Background: an optimization exercise with open tools, aiming at small area, a short achievable clock period and few clock cycles per item. Do not read the settings as production practice.
In this exercise RTL edits were held to simulation tests only and were not proved equivalent to the original.

### flow/config.mk
export PLATFORM = sky130hd
export DESIGN_NAME = fm_keycode_to_fnum_block
export DESIGN_NICKNAME = fm_keycode_to_fnum_block
export VERILOG_FILES = /design/flow/design.v
export SDC_FILE = /design/flow/constraint.sdc
export NUM_CORES = 8
export LEC_CHECK = 0
export CAP_MARGIN = 20
export CORE_MARGIN = 2
export CORE_UTILIZATION = 40
export SLEW_MARGIN = 20
export SYNTH_MEMORY_MAX_BITS = 65536
### flow/constraint.sdc
create_clock -name core_clock -period 12.0 [get_ports {clk}]
set_input_delay 2.4000 -clock core_clock [delete_from_list [all_inputs] [get_ports {clk}]]
set_output_delay 2.4000 -clock core_clock [all_outputs]
set_load 0.01 [all_outputs]
### flow/design.v
package fkf_pkg;
	localparam int CLK_W       = 26;
	localparam int MANT_W      = 26;
	localparam int TABLE_LEN   = 768;
	localparam int TABLE_IDX_W = 10;
	localparam int EXP_W       = 4;
	localparam int QBITS       = 61;
	localparam int MANT_FRAC   = 24;
	localparam int Q_W         = 21;
	localparam int CSRC_W      = 42;
	localparam int DEN_W       = 48;
	localparam int QUEUE_DEPTH = 4;
	localparam logic [15:0] PITCH_SCALE = 16'd63360;
	localparam logic [21:0] SRC_STD     = 22'd3579545;
	localparam logic [10:0] FNUM_LO     = 11'd1024;
	localparam logic [10:0] FNUM_HI     = 11'd2047;
	localparam logic [0:0] REG_SOURCE_CLOCK = 1'b0;
	localparam logic [0:0] REG_TARGET_CLOCK = 1'b1;
	typedef struct packed {
		logic [EXP_W-1:0]       octave_exp;
		logic [TABLE_IDX_W-1:0] mant_idx;
	} item_t;
	typedef struct packed {
		logic [CLK_W-1:0] source_clock_hz;
		logic [CLK_W-1:0] target_clock_hz;
	} cfg_t;
	function automatic logic [3:0] note_semi(input logic [3:0] code);
		logic [3:0] s;
		case (code)
			4'd0:    s = 4'd0;
			4'd1:    s = 4'd1;
			4'd2:    s = 4'd2;
			4'd3:    s = 4'd2;
			4'd4:    s = 4'd3;
			4'd5:    s = 4'd4;
			4'd6:    s = 4'd5;
			4'd7:    s = 4'd5;
			4'd8:    s = 4'd6;
			4'd9:    s = 4'd7;
			4'd10:   s = 4'd8;
			4'd11:   s = 4'd8;
			4'd12:   s = 4'd9;
			4'd13:   s = 4'd10;
			4'd14:   s = 4'd11;
			default: s = 4'd11;
		endcase
		note_semi = s;
	endfunction
	function automatic logic [MANT_W-1:0] mant_rom(input logic [TABLE_IDX_W-1:0] idx);
		logic [MANT_W-1:0] v;
		case (idx)
			10'd0: v = 26'h1000000;
			10'd1: v = 26'h1003b2d;
			10'd2: v = 26'h1007667;
			10'd3: v = 26'h100b1b0;
			10'd4: v = 26'h100ed06;
			10'd5: v = 26'h1012869;
			10'd6: v = 26'h10163db;
			10'd7: v = 26'h1019f5a;
			10'd8: v = 26'h101dae7;
			10'd9: v = 26'h1021681;
			10'd10: v = 26'h102522a;
			10'd11: v = 26'h1028de0;
			10'd12: v = 26'h102c9a4;
			10'd13: v = 26'h1030576;
			10'd14: v = 26'h1034155;
			10'd15: v = 26'h1037d43;
			10'd16: v = 26'h103b93e;
			10'd17: v = 26'h103f547;
			10'd18: v = 26'h104315f;
			10'd19: v = 26'h1046d84;
			10'd20: v = 26'h104a9b6;
			10'd21: v = 26'h104e5f7;
			10'd22: v = 26'h1052246;
			10'd23: v = 26'h1055ea3;
			10'd24: v = 26'h1059b0d;
			10'd25: v = 26'h105d786;
			10'd26: v = 26'h106140c;
			10'd27: v = 26'h10650a1;
			10'd28: v = 26'h1068d43;
			10'd29: v = 26'h106c9f4;
			10'd30: v = 26'h10706b3;
			10'd31: v = 26'h107437f;
			10'd32: v = 26'h107805a;
			10'd33: v = 26'h107bd43;
			10'd34: v = 26'h107fa3a;
			10'd35: v = 26'h108373e;
			10'd36: v = 26'h1087452;
			10'd37: v = 26'h108b173;
			10'd38: v = 26'h108eea2;
			10'd39: v = 26'h1092bdf;
			10'd40: v = 26'h109692b;
			10'd41: v = 26'h109a685;
			10'd42: v = 26'h109e3ed;
			10'd43: v = 26'h10a2163;
			10'd44: v = 26'h10a5ee7;
			10'd45: v = 26'h10a9c7a;
			10'd46: v = 26'h10ada1a;
			10'd47: v = 26'h10b17ca;
			10'd48: v = 26'h10b5587;
			10'd49: v = 26'h10b9352;
			10'd50: v = 26'h10bd12c;
			10'd51: v = 26'h10c0f14;
			10'd52: v = 26'h10c4d0b;
			10'd53: v = 26'h10c8b10;
			10'd54: v = 26'h10cc923;
			10'd55: v = 26'h10d0744;
			10'd56: v = 26'h10d4574;
			10'd57: v = 26'h10d83b2;
			10'd58: v = 26'h10dc1ff;
			10'd59: v = 26'h10e005a;
			10'd60: v = 26'h10e3ec3;
			10'd61: v = 26'h10e7d3b;
			10'd62: v = 26'h10ebbc1;
			10'd63: v = 26'h10efa56;
			10'd64: v = 26'h10f38f9;
			10'd65: v = 26'h10f77ab;
			10'd66: v = 26'h10fb66b;
			10'd67: v = 26'h10ff53a;
			10'd68: v = 26'h1103417;
			10'd69: v = 26'h1107303;
			10'd70: v = 26'h110b1fd;
			10'd71: v = 26'h110f106;
			10'd72: v = 26'h111301d;
			10'd73: v = 26'h1116f43;
			10'd74: v = 26'h111ae78;
			10'd75: v = 26'h111edbb;
			10'd76: v = 26'h1122d0d;
			10'd77: v = 26'h1126c6d;
			10'd78: v = 26'h112abdc;
			10'd79: v = 26'h112eb5a;
			10'd80: v = 26'h1132ae6;
			10'd81: v = 26'h1136a81;
			10'd82: v = 26'h113aa2b;
			10'd83: v = 26'h113e9e4;
			10'd84: v = 26'h11429ab;
			10'd85: v = 26'h1146981;
			10'd86: v = 26'h114a966;
			10'd87: v = 26'h114e959;
			10'd88: v = 26'h115295c;
			10'd89: v = 26'h115696d;
			10'd90: v = 26'h115a98d;
			10'd91: v = 26'h115e9bb;
			10'd92: v = 26'h11629f9;
			10'd93: v = 26'h1166a45;
			10'd94: v = 26'h116aaa1;
			10'd95: v = 26'h116eb0b;
			10'd96: v = 26'h1172b84;
			10'd97: v = 26'h1176c0c;
			10'd98: v = 26'h117aca3;
			10'd99: v = 26'h117ed48;
			10'd100: v = 26'h1182dfd;
			10'd101: v = 26'h1186ec1;
			10'd102: v = 26'h118af94;
			10'd103: v = 26'h118f075;
			10'd104: v = 26'h1193166;
			10'd105: v = 26'h1197266;
			10'd106: v = 26'h119b374;
			10'd107: v = 26'h119f492;
			10'd108: v = 26'h11a35bf;
			10'd109: v = 26'h11a76fb;
			10'd110: v = 26'h11ab845;
			10'd111: v = 26'h11af9a0;
			10'd112: v = 26'h11b3b09;
			10'd113: v = 26'h11b7c81;
			10'd114: v = 26'h11bbe08;
			10'd115: v = 26'h11bff9f;
			10'd116: v = 26'h11c4144;
			10'd117: v = 26'h11c82f9;
			10'd118: v = 26'h11cc4bd;
			10'd119: v = 26'h11d0691;
			10'd120: v = 26'h11d4873;
			10'd121: v = 26'h11d8a65;
			10'd122: v = 26'h11dcc66;
			10'd123: v = 26'h11e0e76;
			10'd124: v = 26'h11e5095;
			10'd125: v = 26'h11e92c4;
			10'd126: v = 26'h11ed502;
			10'd127: v = 26'h11f1750;
			10'd128: v = 26'h11f59ac;
			10'd129: v = 26'h11f9c18;
			10'd130: v = 26'h11fde94;
			10'd131: v = 26'h120211e;
			10'd132: v = 26'h12063b9;
			10'd133: v = 26'h120a662;
			10'd134: v = 26'h120e91b;
			10'd135: v = 26'h1212be3;
			10'd136: v = 26'h1216ebb;
			10'd137: v = 26'h121b1a2;
			10'd138: v = 26'h121f499;
			10'd139: v = 26'h122379f;
			10'd140: v = 26'h1227ab5;
			10'd141: v = 26'h122bdda;
			10'd142: v = 26'h123010f;
			10'd143: v = 26'h1234453;
			10'd144: v = 26'h12387a7;
			10'd145: v = 26'h123cb0a;
			10'd146: v = 26'h1240e7d;
			10'd147: v = 26'h1245200;
			10'd148: v = 26'h1249592;
			10'd149: v = 26'h124d934;
			10'd150: v = 26'h1251ce5;
			10'd151: v = 26'h12560a6;
			10'd152: v = 26'h125a477;
			10'd153: v = 26'h125e857;
			10'd154: v = 26'h1262c47;
			10'd155: v = 26'h1267047;
			10'd156: v = 26'h126b456;
			10'd157: v = 26'h126f876;
			10'd158: v = 26'h1273ca5;
			10'd159: v = 26'h12780e3;
			10'd160: v = 26'h127c532;
			10'd161: v = 26'h1280990;
			10'd162: v = 26'h1284dfe;
			10'd163: v = 26'h128927c;
			10'd164: v = 26'h128d70a;
			10'd165: v = 26'h1291ba7;
			10'd166: v = 26'h1296055;
			10'd167: v = 26'h129a512;
			10'd168: v = 26'h129e9df;
			10'd169: v = 26'h12a2ebc;
			10'd170: v = 26'h12a73a9;
			10'd171: v = 26'h12ab8a6;
			10'd172: v = 26'h12afdb3;
			10'd173: v = 26'h12b42d0;
			10'd174: v = 26'h12b87fd;
			10'd175: v = 26'h12bcd3a;
			10'd176: v = 26'h12c1287;
			10'd177: v = 26'h12c57e4;
			10'd178: v = 26'h12c9d50;
			10'd179: v = 26'h12ce2cd;
			10'd180: v = 26'h12d285a;
			10'd181: v = 26'h12d6df8;
			10'd182: v = 26'h12db3a5;
			10'd183: v = 26'h12df962;
			10'd184: v = 26'h12e3f2f;
			10'd185: v = 26'h12e850d;
			10'd186: v = 26'h12ecafb;
			10'd187: v = 26'h12f10f8;
			10'd188: v = 26'h12f5706;
			10'd189: v = 26'h12f9d25;
			10'd190: v = 26'h12fe353;
			10'd191: v = 26'h1302992;
			10'd192: v = 26'h1306fe1;
			10'd193: v = 26'h130b640;
			10'd194: v = 26'h130fcaf;
			10'd195: v = 26'h131432f;
			10'd196: v = 26'h13189bf;
			10'd197: v = 26'h131d05f;
			10'd198: v = 26'h1321710;
			10'd199: v = 26'h1325dd1;
			10'd200: v = 26'h132a4a2;
			10'd201: v = 26'h132eb84;
			10'd202: v = 26'h1333276;
			10'd203: v = 26'h1337978;
			10'd204: v = 26'h133c08b;
			10'd205: v = 26'h13407ae;
			10'd206: v = 26'h1344ee2;
			10'd207: v = 26'h1349626;
			10'd208: v = 26'h134dd7b;
			10'd209: v = 26'h13524e0;
			10'd210: v = 26'h1356c56;
			10'd211: v = 26'h135b3dc;
			10'd212: v = 26'h135fb73;
			10'd213: v = 26'h136431a;
			10'd214: v = 26'h1368ad2;
			10'd215: v = 26'h136d29a;
			10'd216: v = 26'h1371a73;
			10'd217: v = 26'h137625d;
			10'd218: v = 26'h137aa57;
			10'd219: v = 26'h137f262;
			10'd220: v = 26'h1383a7e;
			10'd221: v = 26'h13882aa;
			10'd222: v = 26'h138cae7;
			10'd223: v = 26'h1391334;
			10'd224: v = 26'h1395b93;
			10'd225: v = 26'h139a402;
			10'd226: v = 26'h139ec81;
			10'd227: v = 26'h13a3512;
			10'd228: v = 26'h13a7db3;
			10'd229: v = 26'h13ac665;
			10'd230: v = 26'h13b0f28;
			10'd231: v = 26'h13b57fc;
			10'd232: v = 26'h13ba0e1;
			10'd233: v = 26'h13be9d6;
			10'd234: v = 26'h13c32dc;
			10'd235: v = 26'h13c7bf3;
			10'd236: v = 26'h13cc51b;
			10'd237: v = 26'h13d0e54;
			10'd238: v = 26'h13d579e;
			10'd239: v = 26'h13da0f9;
			10'd240: v = 26'h13dea65;
			10'd241: v = 26'h13e33e1;
			10'd242: v = 26'h13e7d6f;
			10'd243: v = 26'h13ec70e;
			10'd244: v = 26'h13f10be;
			10'd245: v = 26'h13f5a7e;
			10'd246: v = 26'h13fa450;
			10'd247: v = 26'h13fee33;
			10'd248: v = 26'h1403827;
			10'd249: v = 26'h140822c;
			10'd250: v = 26'h140cc42;
			10'd251: v = 26'h141166a;
			10'd252: v = 26'h14160a2;
			10'd253: v = 26'h141aaec;
			10'd254: v = 26'h141f546;
			10'd255: v = 26'h1423fb2;
			10'd256: v = 26'h1428a30;
			10'd257: v = 26'h142d4be;
			10'd258: v = 26'h1431f5e;
			10'd259: v = 26'h1436a0e;
			10'd260: v = 26'h143b4d1;
			10'd261: v = 26'h143ffa4;
			10'd262: v = 26'h1444a89;
			10'd263: v = 26'h144957f;
			10'd264: v = 26'h144e086;
			10'd265: v = 26'h1452b9f;
			10'd266: v = 26'h14576c9;
			10'd267: v = 26'h145c204;
			10'd268: v = 26'h1460d51;
			10'd269: v = 26'h14658af;
			10'd270: v = 26'h146a41f;
			10'd271: v = 26'h146efa0;
			10'd272: v = 26'h1473b32;
			10'd273: v = 26'h14786d6;
			10'd274: v = 26'h147d28c;
			10'd275: v = 26'h1481e53;
			10'd276: v = 26'h1486a2b;
			10'd277: v = 26'h148b615;
			10'd278: v = 26'h1490211;
			10'd279: v = 26'h1494e1e;
			10'd280: v = 26'h1499a3d;
			10'd281: v = 26'h149e66d;
			10'd282: v = 26'h14a32af;
			10'd283: v = 26'h14a7f03;
			10'd284: v = 26'h14acb68;
			10'd285: v = 26'h14b17df;
			10'd286: v = 26'h14b6467;
			10'd287: v = 26'h14bb101;
			10'd288: v = 26'h14bfdad;
			10'd289: v = 26'h14c4a6b;
			10'd290: v = 26'h14c973a;
			10'd291: v = 26'h14ce41c;
			10'd292: v = 26'h14d310e;
			10'd293: v = 26'h14d7e13;
			10'd294: v = 26'h14dcb2a;
			10'd295: v = 26'h14e1852;
			10'd296: v = 26'h14e658c;
			10'd297: v = 26'h14eb2d8;
			10'd298: v = 26'h14f0036;
			10'd299: v = 26'h14f4da6;
			10'd300: v = 26'h14f9b27;
			10'd301: v = 26'h14fe8bb;
			10'd302: v = 26'h1503660;
			10'd303: v = 26'h1508418;
			10'd304: v = 26'h150d1e1;
			10'd305: v = 26'h1511fbd;
			10'd306: v = 26'h1516daa;
			10'd307: v = 26'h151bbaa;
			10'd308: v = 26'h15209bb;
			10'd309: v = 26'h15257df;
			10'd310: v = 26'h152a614;
			10'd311: v = 26'h152f45c;
			10'd312: v = 26'h15342b5;
			10'd313: v = 26'h1539121;
			10'd314: v = 26'h153df9f;
			10'd315: v = 26'h1542e2f;
			10'd316: v = 26'h1547cd2;
			10'd317: v = 26'h154cb86;
			10'd318: v = 26'h1551a4d;
			10'd319: v = 26'h1556925;
			10'd320: v = 26'h155b811;
			10'd321: v = 26'h156070e;
			10'd322: v = 26'h156561d;
			10'd323: v = 26'h156a53f;
			10'd324: v = 26'h156f473;
			10'd325: v = 26'h15743ba;
			10'd326: v = 26'h1579313;
			10'd327: v = 26'h157e27e;
			10'd328: v = 26'h15831fb;
			10'd329: v = 26'h158818b;
			10'd330: v = 26'h158d12d;
			10'd331: v = 26'h15920e2;
			10'd332: v = 26'h15970a9;
			10'd333: v = 26'h159c082;
			10'd334: v = 26'h15a106e;
			10'd335: v = 26'h15a606d;
			10'd336: v = 26'h15ab07e;
			10'd337: v = 26'h15b00a1;
			10'd338: v = 26'h15b50d7;
			10'd339: v = 26'h15ba120;
			10'd340: v = 26'h15bf17b;
			10'd341: v = 26'h15c41e8;
			10'd342: v = 26'h15c9269;
			10'd343: v = 26'h15ce2fb;
			10'd344: v = 26'h15d33a1;
			10'd345: v = 26'h15d8459;
			10'd346: v = 26'h15dd524;
			10'd347: v = 26'h15e2601;
			10'd348: v = 26'h15e76f1;
			10'd349: v = 26'h15ec7f4;
			10'd350: v = 26'h15f190a;
			10'd351: v = 26'h15f6a32;
			10'd352: v = 26'h15fbb6d;
			10'd353: v = 26'h1600cbb;
			10'd354: v = 26'h1605e1c;
			10'd355: v = 26'h160af8f;
			10'd356: v = 26'h1610115;
			10'd357: v = 26'h16152ae;
			10'd358: v = 26'h161a45a;
			10'd359: v = 26'h161f619;
			10'd360: v = 26'h16247eb;
			10'd361: v = 26'h16299d0;
			10'd362: v = 26'h162ebc7;
			10'd363: v = 26'h1633dd2;
			10'd364: v = 26'h1638fef;
			10'd365: v = 26'h163e220;
			10'd366: v = 26'h1643463;
			10'd367: v = 26'h16486ba;
			10'd368: v = 26'h164d923;
			10'd369: v = 26'h1652ba0;
			10'd370: v = 26'h1657e30;
			10'd371: v = 26'h165d0d2;
			10'd372: v = 26'h1662388;
			10'd373: v = 26'h1667651;
			10'd374: v = 26'h166c92d;
			10'd375: v = 26'h1671c1c;
			10'd376: v = 26'h1676f1f;
			10'd377: v = 26'h167c234;
			10'd378: v = 26'h168155d;
			10'd379: v = 26'h1686899;
			10'd380: v = 26'h168bbe9;
			10'd381: v = 26'h1690f4b;
			10'd382: v = 26'h16962c1;
			10'd383: v = 26'h169b64a;
			10'd384: v = 26'h16a09e6;
			10'd385: v = 26'h16a5d96;
			10'd386: v = 26'h16ab159;
			10'd387: v = 26'h16b0530;
			10'd388: v = 26'h16b5919;
			10'd389: v = 26'h16bad17;
			10'd390: v = 26'h16c0127;
			10'd391: v = 26'h16c554b;
			10'd392: v = 26'h16ca983;
			10'd393: v = 26'h16cfdce;
			10'd394: v = 26'h16d522c;
			10'd395: v = 26'h16da69e;
			10'd396: v = 26'h16dfb24;
			10'd397: v = 26'h16e4fbd;
			10'd398: v = 26'h16ea469;
			10'd399: v = 26'h16ef92a;
			10'd400: v = 26'h16f4dfd;
			10'd401: v = 26'h16fa2e5;
			10'd402: v = 26'h16ff7e0;
			10'd403: v = 26'h1704cee;
			10'd404: v = 26'h170a210;
			10'd405: v = 26'h170f746;
			10'd406: v = 26'h1714c90;
			10'd407: v = 26'h171a1ed;
			10'd408: v = 26'h171f75f;
			10'd409: v = 26'h1724ce3;
			10'd410: v = 26'h172a27c;
			10'd411: v = 26'h172f828;
			10'd412: v = 26'h1734de9;
			10'd413: v = 26'h173a3bd;
			10'd414: v = 26'h173f9a5;
			10'd415: v = 26'h1744fa0;
			10'd416: v = 26'h174a5b0;
			10'd417: v = 26'h174fbd3;
			10'd418: v = 26'h175520b;
			10'd419: v = 26'h175a856;
			10'd420: v = 26'h175feb5;
			10'd421: v = 26'h1765529;
			10'd422: v = 26'h176abb0;
			10'd423: v = 26'h177024b;
			10'd424: v = 26'h17758fa;
			10'd425: v = 26'h177afbe;
			10'd426: v = 26'h1780695;
			10'd427: v = 26'h1785d80;
			10'd428: v = 26'h178b480;
			10'd429: v = 26'h1790b94;
			10'd430: v = 26'h17962bb;
			10'd431: v = 26'h179b9f7;
			10'd432: v = 26'h17a1147;
			10'd433: v = 26'h17a68ab;
			10'd434: v = 26'h17ac024;
			10'd435: v = 26'h17b17b1;
			10'd436: v = 26'h17b6f51;
			10'd437: v = 26'h17bc707;
			10'd438: v = 26'h17c1ed0;
			10'd439: v = 26'h17c76ae;
			10'd440: v = 26'h17ccea0;
			10'd441: v = 26'h17d26a6;
			10'd442: v = 26'h17d7ec1;
			10'd443: v = 26'h17dd6f0;
			10'd444: v = 26'h17e2f33;
			10'd445: v = 26'h17e878b;
			10'd446: v = 26'h17edff8;
			10'd447: v = 26'h17f3878;
			10'd448: v = 26'h17f910d;
			10'd449: v = 26'h17fe9b7;
			10'd450: v = 26'h1804275;
			10'd451: v = 26'h1809b48;
			10'd452: v = 26'h180f42f;
			10'd453: v = 26'h1814d2b;
			10'd454: v = 26'h181a63b;
			10'd455: v = 26'h181ff60;
			10'd456: v = 26'h182589a;
			10'd457: v = 26'h182b1e8;
			10'd458: v = 26'h1830b4a;
			10'd459: v = 26'h18364c2;
			10'd460: v = 26'h183be4e;
			10'd461: v = 26'h18417ef;
			10'd462: v = 26'h18471a4;
			10'd463: v = 26'h184cb6f;
			10'd464: v = 26'h185254e;
			10'd465: v = 26'h1857f41;
			10'd466: v = 26'h185d94a;
			10'd467: v = 26'h1863367;
			10'd468: v = 26'h1868d9a;
			10'd469: v = 26'h186e7e1;
			10'd470: v = 26'h187423d;
			10'd471: v = 26'h1879cae;
			10'd472: v = 26'h187f733;
			10'd473: v = 26'h18851ce;
			10'd474: v = 26'h188ac7e;
			10'd475: v = 26'h1890742;
			10'd476: v = 26'h189621c;
			10'd477: v = 26'h189bd0a;
			10'd478: v = 26'h18a180e;
			10'd479: v = 26'h18a7326;
			10'd480: v = 26'h18ace54;
			10'd481: v = 26'h18b2997;
			10'd482: v = 26'h18b84ef;
			10'd483: v = 26'h18be05c;
			10'd484: v = 26'h18c3bde;
			10'd485: v = 26'h18c9775;
			10'd486: v = 26'h18cf321;
			10'd487: v = 26'h18d4ee3;
			10'd488: v = 26'h18daaba;
			10'd489: v = 26'h18e06a6;
			10'd490: v = 26'h18e62a7;
			10'd491: v = 26'h18ebebe;
			10'd492: v = 26'h18f1aea;
			10'd493: v = 26'h18f772b;
			10'd494: v = 26'h18fd381;
			10'd495: v = 26'h1902fed;
			10'd496: v = 26'h1908c6e;
			10'd497: v = 26'h190e905;
			10'd498: v = 26'h19145b1;
			10'd499: v = 26'h191a272;
			10'd500: v = 26'h191ff49;
			10'd501: v = 26'h1925c35;
			10'd502: v = 26'h192b937;
			10'd503: v = 26'h193164e;
			10'd504: v = 26'h193737b;
			10'd505: v = 26'h193d0bd;
			10'd506: v = 26'h1942e15;
			10'd507: v = 26'h1948b83;
			10'd508: v = 26'h194e906;
			10'd509: v = 26'h195469e;
			10'd510: v = 26'h195a44d;
			10'd511: v = 26'h1960211;
			10'd512: v = 26'h1965fea;
			10'd513: v = 26'h196bdda;
			10'd514: v = 26'h1971bdf;
			10'd515: v = 26'h19779f9;
			10'd516: v = 26'h197d82a;
			10'd517: v = 26'h1983670;
			10'd518: v = 26'h19894cc;
			10'd519: v = 26'h198f33e;
			10'd520: v = 26'h19951c6;
			10'd521: v = 26'h199b064;
			10'd522: v = 26'h19a0f17;
			10'd523: v = 26'h19a6de0;
			10'd524: v = 26'h19accc0;
			10'd525: v = 26'h19b2bb5;
			10'd526: v = 26'h19b8ac0;
			10'd527: v = 26'h19be9e1;
			10'd528: v = 26'h19c4918;
			10'd529: v = 26'h19ca865;
			10'd530: v = 26'h19d07c8;
			10'd531: v = 26'h19d6742;
			10'd532: v = 26'h19dc6d1;
			10'd533: v = 26'h19e2676;
			10'd534: v = 26'h19e8632;
			10'd535: v = 26'h19ee603;
			10'd536: v = 26'h19f45eb;
			10'd537: v = 26'h19fa5e9;
			10'd538: v = 26'h1a005fd;
			10'd539: v = 26'h1a06627;
			10'd540: v = 26'h1a0c668;
			10'd541: v = 26'h1a126be;
			10'd542: v = 26'h1a1872c;
			10'd543: v = 26'h1a1e7af;
			10'd544: v = 26'h1a24848;
			10'd545: v = 26'h1a2a8f8;
			10'd546: v = 26'h1a309bf;
			10'd547: v = 26'h1a36a9b;
			10'd548: v = 26'h1a3cb8f;
			10'd549: v = 26'h1a42c98;
			10'd550: v = 26'h1a48db8;
			10'd551: v = 26'h1a4eeee;
			10'd552: v = 26'h1a5503b;
			10'd553: v = 26'h1a5b19e;
			10'd554: v = 26'h1a61318;
			10'd555: v = 26'h1a674a9;
			10'd556: v = 26'h1a6d650;
			10'd557: v = 26'h1a7380d;
			10'd558: v = 26'h1a799e1;
			10'd559: v = 26'h1a7fbcc;
			10'd560: v = 26'h1a85dcd;
			10'd561: v = 26'h1a8bfe5;
			10'd562: v = 26'h1a92214;
			10'd563: v = 26'h1a98459;
			10'd564: v = 26'h1a9e6b5;
			10'd565: v = 26'h1aa4928;
			10'd566: v = 26'h1aaabb2;
			10'd567: v = 26'h1ab0e52;
			10'd568: v = 26'h1ab7109;
			10'd569: v = 26'h1abd3d7;
			10'd570: v = 26'h1ac36bc;
			10'd571: v = 26'h1ac99b8;
			10'd572: v = 26'h1acfcca;
			10'd573: v = 26'h1ad5ff4;
			10'd574: v = 26'h1adc334;
			10'd575: v = 26'h1ae268b;
			10'd576: v = 26'h1ae89fa;
			10'd577: v = 26'h1aeed7f;
			10'd578: v = 26'h1af511b;
			10'd579: v = 26'h1afb4ce;
			10'd580: v = 26'h1b01899;
			10'd581: v = 26'h1b07c7a;
			10'd582: v = 26'h1b0e073;
			10'd583: v = 26'h1b14482;
			10'd584: v = 26'h1b1a8a9;
			10'd585: v = 26'h1b20ce7;
			10'd586: v = 26'h1b2713c;
			10'd587: v = 26'h1b2d5a8;
			10'd588: v = 26'h1b33a2c;
			10'd589: v = 26'h1b39ec6;
			10'd590: v = 26'h1b40378;
			10'd591: v = 26'h1b46841;
			10'd592: v = 26'h1b4cd22;
			10'd593: v = 26'h1b5321a;
			10'd594: v = 26'h1b59729;
			10'd595: v = 26'h1b5fc4f;
			10'd596: v = 26'h1b6618d;
			10'd597: v = 26'h1b6c6e3;
			10'd598: v = 26'h1b72c4f;
			10'd599: v = 26'h1b791d4;
			10'd600: v = 26'h1b7f76f;
			10'd601: v = 26'h1b85d22;
			10'd602: v = 26'h1b8c2ed;
			10'd603: v = 26'h1b928cf;
			10'd604: v = 26'h1b98ec9;
			10'd605: v = 26'h1b9f4da;
			10'd606: v = 26'h1ba5b03;
			10'd607: v = 26'h1bac144;
			10'd608: v = 26'h1bb279c;
			10'd609: v = 26'h1bb8e0b;
			10'd610: v = 26'h1bbf493;
			10'd611: v = 26'h1bc5b32;
			10'd612: v = 26'h1bcc1e9;
			10'd613: v = 26'h1bd28b8;
			10'd614: v = 26'h1bd8f9e;
			10'd615: v = 26'h1bdf69c;
			10'd616: v = 26'h1be5db2;
			10'd617: v = 26'h1bec4e0;
			10'd618: v = 26'h1bf2c26;
			10'd619: v = 26'h1bf9383;
			10'd620: v = 26'h1bffaf9;
			10'd621: v = 26'h1c06286;
			10'd622: v = 26'h1c0ca2b;
			10'd623: v = 26'h1c131e9;
			10'd624: v = 26'h1c199be;
			10'd625: v = 26'h1c201ab;
			10'd626: v = 26'h1c269b0;
			10'd627: v = 26'h1c2d1ce;
			10'd628: v = 26'h1c33a03;
			10'd629: v = 26'h1c3a250;
			10'd630: v = 26'h1c40ab6;
			10'd631: v = 26'h1c47334;
			10'd632: v = 26'h1c4dbca;
			10'd633: v = 26'h1c54478;
			10'd634: v = 26'h1c5ad3e;
			10'd635: v = 26'h1c6161c;
			10'd636: v = 26'h1c67f13;
			10'd637: v = 26'h1c6e822;
			10'd638: v = 26'h1c75149;
			10'd639: v = 26'h1c7ba89;
			10'd640: v = 26'h1c823e0;
			10'd641: v = 26'h1c88d51;
			10'd642: v = 26'h1c8f6d9;
			10'd643: v = 26'h1c9607a;
			10'd644: v = 26'h1c9ca34;
			10'd645: v = 26'h1ca3405;
			10'd646: v = 26'h1ca9df0;
			10'd647: v = 26'h1cb07f3;
			10'd648: v = 26'h1cb720e;
			10'd649: v = 26'h1cbdc42;
			10'd650: v = 26'h1cc468e;
			10'd651: v = 26'h1ccb0f3;
			10'd652: v = 26'h1cd1b70;
			10'd653: v = 26'h1cd8607;
			10'd654: v = 26'h1cdf0b5;
			10'd655: v = 26'h1ce5b7d;
			10'd656: v = 26'h1cec65d;
			10'd657: v = 26'h1cf3156;
			10'd658: v = 26'h1cf9c67;
			10'd659: v = 26'h1d00792;
			10'd660: v = 26'h1d072d5;
			10'd661: v = 26'h1d0de30;
			10'd662: v = 26'h1d149a5;
			10'd663: v = 26'h1d1b533;
			10'd664: v = 26'h1d220d9;
			10'd665: v = 26'h1d28c98;
			10'd666: v = 26'h1d2f871;
			10'd667: v = 26'h1d36462;
			10'd668: v = 26'h1d3d06c;
			10'd669: v = 26'h1d43c8f;
			10'd670: v = 26'h1d4a8cb;
			10'd671: v = 26'h1d51520;
			10'd672: v = 26'h1d5818e;
			10'd673: v = 26'h1d5ee15;
			10'd674: v = 26'h1d65ab5;
			10'd675: v = 26'h1d6c76f;
			10'd676: v = 26'h1d73441;
			10'd677: v = 26'h1d7a12d;
			10'd678: v = 26'h1d80e31;
			10'd679: v = 26'h1d87b4f;
			10'd680: v = 26'h1d8e887;
			10'd681: v = 26'h1d955d7;
			10'd682: v = 26'h1d9c341;
			10'd683: v = 26'h1da30c4;
			10'd684: v = 26'h1da9e60;
			10'd685: v = 26'h1db0c16;
			10'd686: v = 26'h1db79e5;
			10'd687: v = 26'h1dbe7cd;
			10'd688: v = 26'h1dc55cf;
			10'd689: v = 26'h1dcc3ea;
			10'd690: v = 26'h1dd321f;
			10'd691: v = 26'h1dda06d;
			10'd692: v = 26'h1de0ed5;
			10'd693: v = 26'h1de7d56;
			10'd694: v = 26'h1deebf1;
			10'd695: v = 26'h1df5aa5;
			10'd696: v = 26'h1dfc973;
			10'd697: v = 26'h1e0385b;
			10'd698: v = 26'h1e0a75c;
			10'd699: v = 26'h1e11677;
			10'd700: v = 26'h1e185ab;
			10'd701: v = 26'h1e1f4f9;
			10'd702: v = 26'h1e26461;
			10'd703: v = 26'h1e2d3e3;
			10'd704: v = 26'h1e3437e;
			10'd705: v = 26'h1e3b334;
			10'd706: v = 26'h1e42303;
			10'd707: v = 26'h1e492ec;
			10'd708: v = 26'h1e502ee;
			10'd709: v = 26'h1e5730b;
			10'd710: v = 26'h1e5e342;
			10'd711: v = 26'h1e65392;
			10'd712: v = 26'h1e6c3fd;
			10'd713: v = 26'h1e73481;
			10'd714: v = 26'h1e7a520;
			10'd715: v = 26'h1e815d8;
			10'd716: v = 26'h1e886ab;
			10'd717: v = 26'h1e8f797;
			10'd718: v = 26'h1e9689e;
			10'd719: v = 26'h1e9d9bf;
			10'd720: v = 26'h1ea4afa;
			10'd721: v = 26'h1eabc4f;
			10'd722: v = 26'h1eb2dbf;
			10'd723: v = 26'h1eb9f48;
			10'd724: v = 26'h1ec10ec;
			10'd725: v = 26'h1ec82aa;
			10'd726: v = 26'h1ecf483;
			10'd727: v = 26'h1ed6676;
			10'd728: v = 26'h1edd883;
			10'd729: v = 26'h1ee4aaa;
			10'd730: v = 26'h1eebcec;
			10'd731: v = 26'h1ef2f48;
			10'd732: v = 26'h1efa1bf;
			10'd733: v = 26'h1f01450;
			10'd734: v = 26'h1f086fc;
			10'd735: v = 26'h1f0f9c2;
			10'd736: v = 26'h1f16ca2;
			10'd737: v = 26'h1f1df9e;
			10'd738: v = 26'h1f252b3;
			10'd739: v = 26'h1f2c5e4;
			10'd740: v = 26'h1f3392f;
			10'd741: v = 26'h1f3ac95;
			10'd742: v = 26'h1f42015;
			10'd743: v = 26'h1f493b0;
			10'd744: v = 26'h1f50766;
			10'd745: v = 26'h1f57b36;
			10'd746: v = 26'h1f5ef22;
			10'd747: v = 26'h1f66328;
			10'd748: v = 26'h1f6d748;
			10'd749: v = 26'h1f74b84;
			10'd750: v = 26'h1f7bfdb;
			10'd751: v = 26'h1f8344c;
			10'd752: v = 26'h1f8a8d9;
			10'd753: v = 26'h1f91d80;
			10'd754: v = 26'h1f99242;
			10'd755: v = 26'h1fa0720;
			10'd756: v = 26'h1fa7c18;
			10'd757: v = 26'h1faf12b;
			10'd758: v = 26'h1fb665a;
			10'd759: v = 26'h1fbdba3;
			10'd760: v = 26'h1fc5108;
			10'd761: v = 26'h1fcc688;
			10'd762: v = 26'h1fd3c23;
			10'd763: v = 26'h1fdb1d9;
			10'd764: v = 26'h1fe27aa;
			10'd765: v = 26'h1fe9d97;
			10'd766: v = 26'h1ff139f;
			10'd767: v = 26'h1ff89c2;
			default: v = '0;
		endcase
		mant_rom = v;
	endfunction
endpackage
module fkf_front (
	input  logic       clk,
	input  logic       arst_n,
	input  logic       in_valid,
	output logic       in_stall,
	input  logic [7:0] key_code,
	input  logic [7:0] key_fraction,
	input  logic       queue_full,
	output logic       push,
	output fkf_pkg::item_t      push_item
);
	logic       valid_s1;
	fkf_pkg::item_t      item_s1;
	logic       accept;
	logic [3:0] semi;
	logic       wrap;
	logic [3:0] rel;
	assign in_stall  = valid_s1 && queue_full;
	assign accept    = in_valid && !in_stall;
	assign push      = valid_s1 && !queue_full;
	assign push_item = item_s1;
	assign semi = fkf_pkg::note_semi(key_code[3:0]);
	assign wrap = semi >= 4'd9;
	assign rel  = wrap ? semi - 4'd9 : semi + 4'd3;
	always_ff @(posedge clk or negedge arst_n) begin
		if (!arst_n) begin
			valid_s1 <= 1'b0;
		end else if (accept) begin
			valid_s1 <= 1'b1;
		end else if (push) begin
			valid_s1 <= 1'b0;
		end
	end
	always_ff @(posedge clk) begin
		if (accept) begin
			item_s1.octave_exp <= {1'b0, key_code[6:4]} + {3'd0, wrap};
			item_s1.mant_idx   <= {rel, key_fraction[7:2]};
		end
	end
endmodule
module fkf_queue (
	input  logic  clk,
	input  logic  arst_n,
	input  logic  push,
	input  fkf_pkg::item_t push_item,
	input  logic  pop,
	output logic  full,
	output logic  not_empty,
	output fkf_pkg::item_t head
);
	localparam int QUEUE_DEPTH = fkf_pkg::QUEUE_DEPTH;
	localparam int PTR_W = $clog2(QUEUE_DEPTH);
	logic [fkf_pkg::EXP_W+fkf_pkg::TABLE_IDX_W-1:0] entry_q [0:QUEUE_DEPTH-1];
	logic [PTR_W-1:0] wr_ptr_q;
	logic [PTR_W-1:0] rd_ptr_q;
	logic [PTR_W:0]   count_q;
	assign full      = count_q == (PTR_W + 1)'(fkf_pkg::QUEUE_DEPTH);
	assign not_empty = count_q != '0;
	assign head      = entry_q[rd_ptr_q];
	always_ff @(posedge clk or negedge arst_n) begin
		if (!arst_n) begin
			wr_ptr_q <= '0;
			rd_ptr_q <= '0;
			count_q  <= '0;
		end else begin
			if (push)
				wr_ptr_q <= wr_ptr_q + 1'b1;
			if (pop)
				rd_ptr_q <= rd_ptr_q + 1'b1;
			if (push && !pop)
				count_q <= count_q + 1'b1;
			else if (pop && !push)
				count_q <= count_q - 1'b1;
		end
	end
	always_ff @(posedge clk) begin
		if (push)
			entry_q[wr_ptr_q] <= push_item;
	end
endmodule
module fkf_back (
	input  logic        clk,
	input  logic        arst_n,
	input  fkf_pkg::cfg_t        cfg,
	input  logic        queue_not_empty,
	input  fkf_pkg::item_t       head,
	output logic        pop,
	output logic        out_valid,
	input  logic        out_stall,
	output logic [2:0]  block,
	output logic [10:0] freq_number
);
	localparam int DIV_STAGES = 7;
	localparam int DIV_BITS   = fkf_pkg::Q_W / DIV_STAGES;
	localparam int N_W        = fkf_pkg::CSRC_W + fkf_pkg::MANT_W;
	localparam int NP_W       = N_W + 10;
	localparam int DSH        = fkf_pkg::MANT_FRAC - 16;
	localparam int REM_W      = fkf_pkg::DEN_W + DSH + 1;
	logic                   en;
	logic [fkf_pkg::CSRC_W-1:0]      csrc_q;
	logic [fkf_pkg::DEN_W-1:0]       den_q;
	logic [fkf_pkg::CLK_W-1:0]       tgt_nz;
	logic [REM_W-1:0]       dsc;
	logic                   vld_s2, vld_s3, vld_s4, vld_s5;
	logic [fkf_pkg::MANT_W-1:0]      mant_s2;
	logic [fkf_pkg::EXP_W-1:0]       exp_s2, exp_s3, exp_s4;
	logic [46:0]            plo_s3, phi_s3;
	logic [N_W-1:0]         n_s4;
	logic                   ovf_s5;
	logic [REM_W-1:0]       rem_s5;
	logic [fkf_pkg::Q_W-1:0]         low_s5;
	logic                   div_vld_s [DIV_STAGES];
	logic                   div_ovf_s [DIV_STAGES];
	logic [REM_W-1:0]       div_rem_s [DIV_STAGES];
	logic [fkf_pkg::Q_W-1:0]         div_low_s [DIV_STAGES];
	logic [fkf_pkg::Q_W-1:0]         div_quo_s [DIV_STAGES];
	logic [fkf_pkg::MANT_W-1:0]      mant_rd [3];
	logic [fkf_pkg::MANT_W-1:0]      mant_sel;
	logic [NP_W-1:0]        np;
	logic [fkf_pkg::Q_W-1:0]         quo;
	logic [fkf_pkg::Q_W-1:0]         fnum [8];
	logic [2:0]             blk_sel;
	logic [10:0]            fnum_sel;
	logic                   found;
	assign en  = !(out_valid && out_stall);
	assign pop = en && queue_not_empty;
	assign tgt_nz = (cfg.target_clock_hz == '0) ? fkf_pkg::CLK_W'(1) : cfg.target_clock_hz;
	always_ff @(posedge clk) begin
		csrc_q <= fkf_pkg::CSRC_W'(fkf_pkg::PITCH_SCALE) * fkf_pkg::CSRC_W'(cfg.source_clock_hz);
		den_q  <= fkf_pkg::DEN_W'(fkf_pkg::SRC_STD) * fkf_pkg::DEN_W'(tgt_nz);
	end
	assign dsc = REM_W'({den_q, DSH'(0)});
	for (genvar g = 0; g < 3; g++) begin : g_bank
		assign mant_rd[g] = fkf_pkg::mant_rom({2'(g), head.mant_idx[7:0]});
	end
	always_comb begin
		case (head.mant_idx[9:8])
			2'd0:    mant_sel = mant_rd[0];
			2'd1:    mant_sel = mant_rd[1];
			default: mant_sel = mant_rd[2];
		endcase
	end
	assign np = NP_W'(n_s4) << (exp_s4 + 4'd1);
	always_ff @(posedge clk or negedge arst_n) begin
		if (!arst_n) begin
			vld_s2 <= 1'b0;
			vld_s3 <= 1'b0;
			vld_s4 <= 1'b0;
			vld_s5 <= 1'b0;
		end else if (en) begin
			vld_s2 <= pop;
			vld_s3 <= vld_s2;
			vld_s4 <= vld_s3;
			vld_s5 <= vld_s4;
		end
	end
	always_ff @(posedge clk) begin
		if (en) begin
			mant_s2 <= mant_sel;
			exp_s2  <= head.octave_exp;
			plo_s3  <= 47'(csrc_q[20:0]) * 47'(mant_s2);
			phi_s3  <= 47'(csrc_q[41:21]) * 47'(mant_s2);
			exp_s3  <= exp_s2;
			n_s4    <= N_W'({21'd0, plo_s3}) + N_W'({phi_s3, 21'd0});
			exp_s4  <= exp_s3;
			ovf_s5  <= np >= {dsc, fkf_pkg::Q_W'(0)};
			rem_s5  <= np[REM_W+fkf_pkg::Q_W-1:fkf_pkg::Q_W];
			low_s5  <= np[fkf_pkg::Q_W-1:0];
		end
	end
	for (genvar k = 0; k < DIV_STAGES; k++) begin : g_div
		logic [REM_W-1:0] r_in;
		logic [fkf_pkg::Q_W-1:0]   l_in;
		logic [fkf_pkg::Q_W-1:0]   q_in;
		logic             v_in;
		logic             o_in;
		logic [REM_W-1:0] r_out;
		logic [fkf_pkg::Q_W-1:0]   l_out;
		logic [fkf_pkg::Q_W-1:0]   q_out;
		if (k == 0) begin : g_first
			assign r_in = rem_s5;
			assign l_in = low_s5;
			assign q_in = '0;
			assign v_in = vld_s5;
			assign o_in = ovf_s5;
		end else begin : g_next
			assign r_in = div_rem_s[k-1];
			assign l_in = div_low_s[k-1];
			assign q_in = div_quo_s[k-1];
			assign v_in = div_vld_s[k-1];
			assign o_in = div_ovf_s[k-1];
		end
		always_comb begin
			r_out = r_in;
			l_out = l_in;
			q_out = q_in;
			for (int j = 0; j < DIV_BITS; j++) begin
				r_out = {r_out[REM_W-2:0], l_out[fkf_pkg::Q_W-1]};
				l_out = {l_out[fkf_pkg::Q_W-2:0], 1'b0};
				q_out = {q_out[fkf_pkg::Q_W-2:0], 1'b0};
				if (r_out >= dsc) begin
					r_out = r_out - dsc;
					q_out[0] = 1'b1;
				end
			end
		end
		always_ff @(posedge clk or negedge arst_n) begin
			if (!arst_n)
				div_vld_s[k] <= 1'b0;
			else if (en)
				div_vld_s[k] <= v_in;
		end
		always_ff @(posedge clk) begin
			if (en) begin
				div_rem_s[k] <= r_out;
				div_low_s[k] <= l_out;
				div_quo_s[k] <= q_out;
				div_ovf_s[k] <= o_in;
			end
		end
	end
	assign quo = div_ovf_s[DIV_STAGES-1] ? '1 : div_quo_s[DIV_STAGES-1];
	for (genvar b = 0; b < 8; b++) begin : g_blk
		assign fnum[b] = fkf_pkg::Q_W'(({1'b0, quo >> b} + (fkf_pkg::Q_W + 1)'(1)) >> 1);
	end
	always_comb begin
		found    = 1'b0;
		blk_sel  = 3'd0;
		fnum_sel = fnum[0][10:0];
		for (int b = 0; b < 8; b++) begin
			if (!found && fnum[b] >= fkf_pkg::Q_W'(fkf_pkg::FNUM_LO) && fnum[b] <= fkf_pkg::Q_W'(fkf_pkg::FNUM_HI)) begin
				found    = 1'b1;
				blk_sel  = 3'(b);
				fnum_sel = fnum[b][10:0];
			end
		end
		if (!found && fnum[0] >= fkf_pkg::Q_W'(fkf_pkg::FNUM_LO)) begin
			blk_sel  = 3'd7;
			fnum_sel = (fnum[7] > fkf_pkg::Q_W'(fkf_pkg::FNUM_HI)) ? fkf_pkg::FNUM_HI : fnum[7][10:0];
		end
	end
	always_ff @(posedge clk or negedge arst_n) begin
		if (!arst_n)
			out_valid <= 1'b0;
		else if (en)
			out_valid <= div_vld_s[DIV_STAGES-1];
	end
	always_ff @(posedge clk) begin
		if (en) begin
			block       <= blk_sel;
			freq_number <= fnum_sel;
		end
	end
endmodule
module fm_keycode_to_fnum_block (
	input  logic             clk,
	input  logic             arst_n,
	input  logic             cfg_we,
	input  logic [0:0]       cfg_index,
	input  logic [fkf_pkg::CLK_W-1:0] cfg_data,
	input  logic             in_valid,
	output logic             in_stall,
	input  logic [7:0]       key_code,
	input  logic [7:0]       key_fraction,
	output logic             out_valid,
	input  logic             out_stall,
	output logic [2:0]       block,
	output logic [10:0]      freq_number
);
	fkf_pkg::cfg_t  cfg_q;
	logic  queue_full;
	logic  queue_not_empty;
	logic  push;
	logic  pop;
	fkf_pkg::item_t push_item;
	fkf_pkg::item_t head;
	always_ff @(posedge clk or negedge arst_n) begin
		if (!arst_n) begin
			cfg_q.source_clock_hz <= fkf_pkg::CLK_W'(3579545);
			cfg_q.target_clock_hz <= fkf_pkg::CLK_W'(7670453);
		end else if (cfg_we) begin
			case (cfg_index)
				fkf_pkg::REG_SOURCE_CLOCK: cfg_q.source_clock_hz <= cfg_data;
				fkf_pkg::REG_TARGET_CLOCK: cfg_q.target_clock_hz <= cfg_data;
				default: ;
			endcase
		end
	end
	fkf_front u_front (
		.clk          (clk),
		.arst_n       (arst_n),
		.in_valid     (in_valid),
		.in_stall     (in_stall),
		.key_code     (key_code),
		.key_fraction (key_fraction),
		.queue_full   (queue_full),
		.push         (push),
		.push_item    (push_item)
	);
	fkf_queue u_queue (
		.clk       (clk),
		.arst_n    (arst_n),
		.push      (push),
		.push_item (push_item),
		.pop       (pop),
		.full      (queue_full),
		.not_empty (queue_not_empty),
		.head      (head)
	);
	fkf_back u_back (
		.clk             (clk),
		.arst_n          (arst_n),
		.cfg             (cfg_q),
		.queue_not_empty (queue_not_empty),
		.head            (head),
		.pop             (pop),
		.out_valid       (out_valid),
		.out_stall       (out_stall),
		.block           (block),
		.freq_number     (freq_number)
	);
endmodule
### flow/run.sh
#!/bin/bash
# synth_recipe.tcl (not shown) runs the flow's synth.tcl, then flattens the netlist and writes it again
# the make line also repeats each setting of config.mk as NAME=value (left out here)
make -C /OpenROAD-flow-scripts/flow DESIGN_CONFIG=/design/flow/config.mk WORK_HOME=/design/flow/orfs CLKGATE_MAP_FILE= SYNTH_SCRIPT=/design/flow/synth_recipe.tcl finish
==> results.py <==
metrics = {
    "setup_path": {
        "worst_path_largest_cell_delay_ns": 0.42,
        "cp-end-kind": "register",
        "path_max_fanout": 41,
        "r2r-start": "u_back.den_q[11]",
        "ff2ff_setup_slack_ns": 0.57,
        "critical_path_buf_inv_count": 6,
        "timing.critical_path.slowest_stage_cell": "sky130_fd_sc_hd__ha_1",
        "setup.worst_path.class": "reg2reg",
        "timing.reg2reg.worst_path_depth": 43,
        "timing.critical_path.mode_cell": "sky130_fd_sc_hd__o31a_1",
        "setup.worst_path.start_class": "register",
        "worstReg2RegEnd": "u_back.div_rem_s[5][23]",
        "worst_ep_required_time_ns": 12.64,
        "crit_arrival_ns": 12.08,
        "critical_path.top_delay_family": "compound AO/OA/AOI/OAI gates",
    },
    "sta": {
        "setup_viol": 0,
        "final_min_period_over_clock_period": 0.953,
        "worst_relative_slew_slack": 0.0602,
        "fmax_ghz": 0.0875,
        "hold_violations": 0,
        "timing.hold.ws_ns": 0.401,
        "timing.final.max_slew_violations": 0,
        "max_slew.worst_pin.slew_ns": 1.40,
        "finalSetupTns_ns": 0,
        "min_period_ns": 11.43,
        "rsz_0062_raised_after_global_routing": "no",
        "worst_path_setup_slack_after_routing_ns": 0.566,
        "finClkSkew_ns": 0.0613,
    },
    "clock_tree": {
        "ctsHoldBuffers": 0,
        "cts_max_path_buffers": 4,
        "num_clock_sinks": 942,
        "clock_latency_ns": 0.93,
        "htree_num_levels": 3,
        "cts_tree": "built",
        "cts_inserted_buffers": 123,
        "clock_pin_transition_on_the_worst_setup_and_hold_timing_paths_ns": 0.06,
        "clockRootBuffer": "sky130_fd_sc_hd__clkbuf_16",
    },
    "drt": {
        "drt_wl_total_mm": 669,
        "drc_errors": 0,
        "drt_iter0_markers": 15100,
        "detailedRoute.firstPassIterationCount": 10,
        "num_vias": 147000,
        "route.detailed.wl_per_inst_um": 28.1,
        "ant_nets": 0,
        "vias_per_cell": 6.17,
    },
    "outcome": {
        "status": "no timing/DRC/antenna violations",
    },
    "global_routing": {
        "number_of_antenna_violations_at_the_first_check_in_global_routing": 84,
        "grtUsageMet3": 0.0914,
        "grt_most_used_layer": "met2",
        "first_pass_grt_wire_length_mm": 974,
        "grt_max_degree": 145,
        "grt_pass1_vias": 143000,
        "globalRouteMet1Util": 0.414,
        "grt_remaining_overflow": 0,
        "global_route.usage.met2": 0.504,
        "grt_total_usage": 0.329,
    },
    "die": {
        "core-area_um2": 392000,
        "chipWidth_um": 631,
        "rows": 230,
        "dieHeight_um": 631,
        "io_pins": 64,
        "start_util": 0.401,
        "dieArea_um2": 398000,
    },
    "layout": {
        "finish.net_count": 21300,
        "nFillCells": 39100,
        "final_std_cells_w_o_fill": 23800,
        "drive_above_1_share": 0.102,
        "synthToLayoutAreaGrowth_pct": 8.93,
    },
    "synthesis": {
        "post_synth.cell_area_avg_um2": 8.51,
        "synth_top_cells_by_count": "sky130_fd_sc_hd__ha_1, sky130_fd_sc_hd__inv_1, sky130_fd_sc_hd__a21oi_1",
        "synth_largest_type_area_fraction": 0.150,
        "synth.area.top_cells": "sky130_fd_sc_hd__edfxtp_1, sky130_fd_sc_hd__fa_1, sky130_fd_sc_hd__ha_1, sky130_fd_sc_hd__a21oi_1, sky130_fd_sc_hd__mux2_2",
        "ys_seq_elements": 942,
        "post-synth-top-count-cell": "sky130_fd_sc_hd__ha_1",
        "syn-cell-area_um2": 157000,
        "ys.warnings.count": 11,
        "synth_cell_types": 116,
        "synth_ff_type": "sky130_fd_sc_hd__edfxtp_1",
        "synth-async-reset-ratio": 0.0764,
        "synth-edff-count": 787,
        "synth_fp_nets": 21300,
        "seq_area_frac_synth": 0.173,
        "synthesis.instances": 18500,
        "area_leader_netlist": "sky130_fd_sc_hd__edfxtp_1",
    },
    "placement": {
        "place.port_buffers": 60,
        "placed_cells_incl_taps": 23500,
        "dp_slack_ns": 0.505,
        "gp_routability_congestion": 1.10,
        "hpwl_mm": 508,
    },
    "min_path": {
        "holdPathEnd": "u_back.div_low_s[2][17]",
        "start_point_of_the_worst_min_delay_path": "u_back.div_low_s[1][14]",
        "holdCritPathClass": "reg2reg",
        "holdPathStages": 0,
    },
    "flow_run": {
        "max_cap_violations": 0,
    },
}
through the flow:
| stage | util | area, um2 |
|---|---|---|
| global route | 0.437 | 171000 |
| finish | 0.437 | 171000 |
| CTS | 0.436 | 171000 |
| global placement | 0.425 | 166000 |
| floorplan | - | 157000 |
| detailed placement | 0.425 | 166000 |
worst max-delay path by stage:
stage,start,to,slack (ns),cells after the start
after floorplan,u_back.den_q[1],u_back.div_rem_s[3][52],1.15,43
after global placement,u_back.den_q[8],u_back.div_rem_s[5][52],0.53,42
after detailed placement,u_back.den_q[8],u_back.div_rem_s[3][24],0.51,45
after CTS,u_back.den_q[8],u_back.div_rem_s[3][24],0.47,45
after global routing,u_back.den_q[5],u_back.div_rem_s[5][52],0.007,42
final,u_back.den_q[11],u_back.div_rem_s[5][23],0.57,43
sequential cells by signal (all words and copies together) (netlist names), 7 cells and up:
signal / cells
cfg_q: 52
u_back.csrc_q: 35
u_back.den_q: 48
u_back.div_low_s: 26
u_back.div_ovf_s: 7
u_back.div_quo_s: 84
u_back.div_rem_s: 331
u_back.div_vld_s: 7
u_back.freq_number: 11
u_back.low_s5: 14
u_back.mant_s2: 24
u_back.n_s4: 61
u_back.phi_s3: 47
u_back.plo_s3: 40
u_back.rem_s5: 56
u_front.item_s1: 14
u_queue.entry_q: 56
layer usage:
layer / wire length [um] / vias up
li1: - / 66200
met1: 271000 / 71400
met2: 287000 / 7043
met5: 310 / -
met4: 49000 / 46
met3: 61600 / 2220
repair_timing:
action,CTS,global route
resized for setup,0,17
setup buffers,0,5
endpoints found under the setup margin,0,227
logic make-up (layout without fill, tap and decap cells):
| logic type | count (synthesis) | in the layout | share of synthesized area |
|---|---|---|---|
| AO/OA/AOI/OAI | 5140 | 5140 | 0.208 |
| flip-flops | 942 | 942 | 0.173 |
| adder cells (fa/ha/maj) | 2839 | 2839 | 0.278 |
| multiplexers | 849 | 849 | 0.0631 |
| XOR/XNOR | 1120 | 1120 | 0.0624 |
| other | 0 | 42 | 0 |
| AND/OR/NAND/NOR | 5034 | 5034 | 0.154 |
| buffers and inverters | 2527 | 2605 | 0.0617 |
layout by cell type (no fill, tap or decap), drive strengths merged, types with 167 or more instances in the layout:
cell,count
and2,503
mux2,711
a21o,656
nor2,1179
nand4,260
xor2,347
buf,660
o21ai,1017
nor3,281
inv,1664
a21oi,1619
nand3,366
o22ai,206
a211oi,200
fa,1094
xnor2,773
o21a,179
ha,1745
nor4,167
nand2,1567
a31oi,203
o21bai,183
edfxtp,787
nor2b,176
cell type report:
class	count	area, um2	area share
repair buffers	719	6000	0.0351
clock inverters	77	918	0.00537
clock buffers	152	3290	0.0192
well taps	5220	6530	0.0382
inverters	1657	6230	0.0364
multi-input cells	15000	121000	0.707
diodes	42	105	0.000614
flip-flops and latches	942	27100	0.159
Testbench counts, summed over its fixed seeds: cycles 13,040, items 12,288.

port drivers added, routing unchanged:
Ports are ideal in the flow. The routed layout listed here was re-timed in OpenROAD. Step 1 assumes that a clkbuf_16 drives the clock port and a buf_2 every other input. Step 2 adds t to the input delays and takes it off the output delays; t is the mean of the earliest and latest rising clock arrival at the registers after step 1. Input paths then give back, and output paths get back, about the clock's delay inside the block. a / b / c = ideal ports / drivers / drivers and shift; a / b = the first two.
shift t [ns]: 1.010
setup slack, ns: 0.566 / 0.566 / 0.566
cell pins on the clock port's net: 1
After both steps setup and hold are still met in this run. The setup slack of this run moves by 0.000 ns with the drivers and by 0.000 ns with both steps.
